What follows belongs to an exercise in optimizing a design on an open flow for small area, a short achievable clock period and few clock cycles per item; a production flow would make more cautious choices.
Where RTL was checked, it was by simulation tests only, not by an equivalence proof against the original.
No activity file was given, so power comes from the tool's default toggle rates.

// script_token_lexer_top
module script_token_lexer_top #(
	parameter int TEXT_MAX = stl_pkg::TEXT_MAX_DEF
) (
	input  logic              clk,
	input  logic              arst_n,
	input  logic              in_valid,
	output logic              in_stall,
	input  logic [8:0]        in_item,
	output logic              out_valid,
	input  logic              out_stall,
	output logic [92:0]       out_item,
	input  logic              cfg_valid,
	output logic              cfg_ready,
	input  logic              cfg_data
);
For scale: roughly 1,200 cells after synthesis, about 170 flip-flops, roughly 110 I/O pins, roughly 11,000 um^2 of cells after synthesis.
Settings: LEC_CHECK=0, CAP_MARGIN=20, CORE_MARGIN=2, CORE_UTILIZATION=65, SETUP_SLACK_MARGIN=2.0, SLEW_MARGIN=20; clock period 5.0 ns.
standard.sh (not shown) runs the stock make flow with config.mk's settings and CLKGATE_MAP_FILE= SYNTH_SCRIPT=/design/flow/synth_recipe.tcl, a recipe that flattens the netlist after the stock synthesis.
==> flow/flow/run.sh <==
#!/bin/bash
# Layout flow: the standard flow (standard.sh, synthesis included) with
# two changes to how the layout is built:
# - the port buffers that placement inserts are plain buffers
#   (sky130_fd_sc_hd__buf_1) instead of the delay cells buffer_ports
#   picks by default;
# - clock tree synthesis uses clkbuf_8 buffers and no dummy loads.
set -e
cp standard.sh standard_sh_copy.txt
export BUFFER_PORTS_ARGS="-buffer_cell sky130_fd_sc_hd__buf_1"
export CTS_ARGS="-sink_clustering_enable -repair_clock_nets -sink_clustering_size 30 -sink_clustering_max_diameter 100 -buf_list sky130_fd_sc_hd__clkbuf_8 -dont_use_dummy_load"
bash standard.sh > standard.log 2>&1
Testbench counts at the start, summed over its fixed seeds: cycles 44,563, items 44,472.
==> next run, changes <==
--- a/flow/design.v
+++ b/flow/design.v
@@ -39,14 +39,15 @@
 	input  logic        in_end,
 	input  logic        in_nl,
 	input  stl_pkg::cls_t cls,
 	input  logic [2:0]  q_v,
 	input  logic        num_pend,
 	output logic        consume,
 	output logic [1:0]  push_cnt,
+	output logic        r0_lf,      
 	output logic [3:0]  r0_kind,
 	output logic [8:0]  r0_val,
 	output logic [3:0]  r1_kind,
 	output logic [8:0]  r1_val,
 	output logic [47:0] mant,
 	output logic [3:0]  frac
 );
@@ -293,14 +294,15 @@
 		end else begin
 			r0_kind  = rb_k;
 			r0_val   = rb_b;
 			r1_kind  = rb_k;
 			r1_val   = rb_b;
 			push_cnt = (consume && rb_v) ? 2'd1 : 2'd0;
 		end
+		r0_lf = consume && m_idle && cls.lf;
 	end
 	always_ff @(posedge clk or negedge arst_n) begin
 		if (!arst_n) begin
 			m_name_q <= 1'b0;
 			m_int_q  <= 1'b0;
 			m_frac_q <= 1'b0;
 			m_str_q  <= 1'b0;
@@ -343,14 +345,15 @@
 	end
 endmodule
 import stl_pkg::*;
 module stl_res_fifo (
 	input  logic        clk,
 	input  logic        arst_n,
 	input  logic [1:0]  push_cnt,
+	input  logic        r0_lf,      
 	input  logic [3:0]  r0_kind,
 	input  logic [8:0]  r0_val,
 	input  logic [3:0]  r1_kind,
 	input  logic [8:0]  r1_val,
 	output logic [2:0]  q_v,
 	output logic        num_pend,
 	output logic        out_valid,
@@ -406,16 +409,16 @@
 		v_p[1] = v_q[2] || (v_q[1] && p1) || p2;
 		v_p[2] = (v_q[2] && p1) || (v_q[1] && p2);
 		e_p[0] = v_q[1] ? e_q[1] : r0;
 		e_p[1] = v_q[2] ? e_q[2] : (v_q[1] ? r0 : r1);
 		e_p[2] = v_q[2] ? r0 : r1;
 		hk_s  = e_s[0][12:9];
 		hk_p  = e_p[0][12:9];
-		inc_s = !v_q[0] && p1 && r0_kind[3];
-		inc_p = v_q[1] ? e_q[1][12] : (p1 && r0_kind[3]);
+		inc_s = !v_q[0] && r0_lf;
+		inc_p = v_q[1] ? e_q[1][12] : r0_lf;
 		line_inc = (line_q != LINE_MAX) ? line_q + 20'd1 : line_q;
 	end
 	always_ff @(posedge clk or negedge arst_n) begin
 		if (!arst_n) begin
 			v_q    <= '0;
 			ov_q   <= 1'b0;
 			line_q <= 20'd1;
@@ -493,14 +496,15 @@
 	logic        in_nl_q;
 	stl_pkg::cls_t in_cls_q;
 	logic        accept;
 	logic        consume;
 	logic [2:0]  q_v;
 	logic        num_pend;
 	logic [1:0]  push_cnt;
+	logic        r0_lf;
 	logic [3:0]  r0_kind, r1_kind;
 	logic [8:0]  r0_val, r1_val;
 	logic [47:0] mant;
 	logic [3:0]  frac;
 	logic [3:0]  head_kind;
 	logic [8:0]  head_val;
 	logic [19:0] head_line;
@@ -537,25 +541,27 @@
 		.in_end   (in_end_q),
 		.in_nl    (in_nl_q),
 		.cls      (in_cls_q),
 		.q_v      (q_v),
 		.num_pend (num_pend),
 		.consume  (consume),
 		.push_cnt (push_cnt),
+		.r0_lf    (r0_lf),
 		.r0_kind  (r0_kind),
 		.r0_val   (r0_val),
 		.r1_kind  (r1_kind),
 		.r1_val   (r1_val),
 		.mant     (mant),
 		.frac     (frac)
 	);
 	stl_res_fifo u_fifo (
 		.clk      (clk),
 		.arst_n   (arst_n),
 		.push_cnt (push_cnt),
+		.r0_lf    (r0_lf),
 		.r0_kind  (r0_kind),
 		.r0_val   (r0_val),
 		.r1_kind  (r1_kind),
 		.r1_val   (r1_val),
 		.q_v      (q_v),
 		.num_pend (num_pend),
 		.out_valid(out_valid),
After rerunning: Fmax grows by 2.5%; worst setup slack improves by 0.074 ns; first-iteration DRC count decreases by 27%; power increases by 3.7%; die area shrinks by 0.71%; wire length is higher by 1.4%; synthesized cell count falls by 2.2%; design area fell by 1.1%; clock-buffer cell count is unchanged; clock power is about the same.
Testbench counts after the change, summed over its fixed seeds: cycles 44,563, items 44,472.

========
Setup of run 1:
script_token_lexer_top, a different RTL version from the one above (not shown whole).
Size: ~1200 cells after synthesis, about 170 flip-flops, roughly 110 I/O pins, roughly 11000 um2 of cells after synthesis.
export LEC_CHECK = 0
export CAP_MARGIN = 20
export CORE_MARGIN = 2
export CORE_UTILIZATION = 65
export SETUP_SLACK_MARGIN = 2.0
export SLEW_MARGIN = 20
create_clock -name core_clock -period 5.0 [get_ports {clk}]
Scripts as last shown in full above: flow/flow/run.sh
#### Input delta (run 2 over run 1)
--- a/flow/design.v
+++ b/flow/design.v
@@ -92,16 +92,16 @@
 	endfunction
 	logic             m_name_q, m_int_q, m_frac_q, m_str_q, m_cmp_q;
 	logic             m_name_n, m_int_n, m_frac_n, m_str_n, m_cmp_n;
 	logic             m_idle;
 	logic             sq_q, sq_n;      
 	logic [1:0]       cmp_q, cmp_n;    
 	logic             esc_q, esc_n;
-	logic [23:0]      lo_q;
-	logic [23:0]      hi_q;
+	logic [19:0]      lo_q;
+	logic [27:0]      hi_q;
 	logic [3:0]       co_q;
 	logic             pend_q, sat_q;
 	logic             dstep, dstart;    
 	logic [3:0]       frac_q, frac_n;
 	logic [CNT_W-1:0] text_q, text_n;
 	logic [7:0]       c;
 	logic [8:0]       cmp_val;
@@ -121,16 +121,16 @@
 	always_comb begin
 		two = (m_name_q && cls.lf_sym) || ((m_int_q || m_frac_q || m_cmp_q) && cls.rb);
 		stall = q_v[2] || (q_v[1] && two) ||
 			(num_pend && cls.digit && (m_idle || m_cmp_q));
 		consume = in_v && !stall;
 	end
 	always_comb begin
-		y_lo      = mul5_add({4'd0, lo_q}, cls.e_lo, c[3]);
-		y_hi      = mul5_add({4'd0, hi_q}, co_q[3] ? 2'b11 : co_q[2:1], co_q[3]);
+		y_lo      = mul5_add({8'd0, lo_q}, cls.e_lo, c[3]);
+		y_hi      = mul5_add(hi_q, co_q[3] ? 2'b11 : co_q[2:1], co_q[3]);
 		text_inc  = (text_q < CNT_MAX) ? text_q + CNT_W'(1) : text_q;
 		frac_inc  = (frac_q != 4'd15) ? frac_q + 4'd1 : frac_q;
 		m_name_n = m_name_q;
 		m_int_n  = m_int_q;
 		m_frac_n = m_frac_q;
 		m_str_n  = m_str_q;
 		m_cmp_n  = m_cmp_q;
@@ -313,27 +313,27 @@
 			m_frac_q <= m_frac_n;
 			m_str_q  <= m_str_n;
 			m_cmp_q  <= m_cmp_n;
 		end
 	end
 	always_ff @(posedge clk) begin
 		if (consume && dstart) begin
-			lo_q   <= {20'd0, c[3:0]};
+			lo_q   <= {16'd0, c[3:0]};
 			co_q   <= 4'd0;
 			hi_q   <= '0;
 			pend_q <= 1'b0;
 			sat_q  <= 1'b0;
 		end else begin
 			if (consume && dstep) begin
-				lo_q <= {y_lo[22:0], c[0]};
-				co_q <= y_lo[26:23];
+				lo_q <= {y_lo[18:0], c[0]};
+				co_q <= y_lo[22:19];
 			end
 			if (pend_q) begin
-				hi_q  <= {y_hi[22:0], co_q[0]};
-				sat_q <= sat_q || y_hi[26:23] != 4'd0;
+				hi_q  <= {y_hi[26:0], co_q[0]};
+				sat_q <= sat_q || y_hi[30:27] != 4'd0;
 			end
 			pend_q <= consume && dstep;
 		end
 	end
 	always_ff @(posedge clk) begin
 		if (consume) begin
 			sq_q    <= sq_n;
Findings:
NOTE: share of the cycle needed by the critical path after routing in run 2 falls short of that of run 1. Run 2 ended up with u_lexer.lo_q[10] as its last element of the critical path; run 1 ended up with in_stall. Diff run 1 -> run 2: number of synthesized register bits held steady; power grew by about 1.3%. The maximum clock rate in run 2 sits about 0.45% above the value recorded for run 1. Minimum setup slack after placement is higher on run 1. Run 1 reports its type of the setup path with the least slack as reg -> out while run 2 reports reg -> reg. Run 1 → run 2: weighted congestion at the end of routability-driven global placement now smaller, quantity of gates resized following cts decreased 10. Run 2 vs run 1 — power share of the clock group dropped 0.2 points. Of run 2 and run 1, run 2 shows the lower area used by multi-input combinational logic, with run 1 above it. Highest-delay cell along the critical path = sky130_fd_sc_hd__dfrtp_2: run 1; highest-delay cell along the critical path = sky130_fd_sc_hd__edfxtp_1: run 2. Critical path depth in run 2 vs run 1: up 8.
Function was not checked in any run of this note: the RTL went through the layout flow alone.

re-timing with driven ports:
The results above use ideal ports. As a check the final layouts listed here were re-extracted and re-timed, cells and wires unchanged.
Step 1 (the two cells are an assumption about what drives the block):
set clk [get_ports {clk}]
set_driving_cell -lib_cell sky130_fd_sc_hd__clkbuf_16 $clk
set_driving_cell -lib_cell sky130_fd_sc_hd__buf_2 [delete_from_list [all_inputs] $clk]
Step 2 also shifts input and output timing later by t, the mid clock arrival at the registers, as if the neighbouring blocks saw the same clock.
Slacks: no drivers / after step 1 / after step 2; pairs: no drivers / after step 1.
run | t, ns | setup WS [ns] | latest minus earliest clock arrival (ns)
the first run of note 1 | 0.489 | 1.940 / 1.940 / 1.812 | 0.036 / 0.036
the second run of note 1 | 0.483 | 2.015 / 2.015 / 1.717 | 0.035 / 0.034
run 1 | 0.493 | 1.997 / 1.958 / 1.918 | 0.036 / 0.036
run 2 | 0.498 | 2.011 / 1.971 / 1.746 | 0.040 / 0.040
After both steps every run listed still meets setup and hold. For the second run of note 1, which loses most, drivers alone change the setup slack by 0.000 ns; drivers and shift together by -0.298 ns.
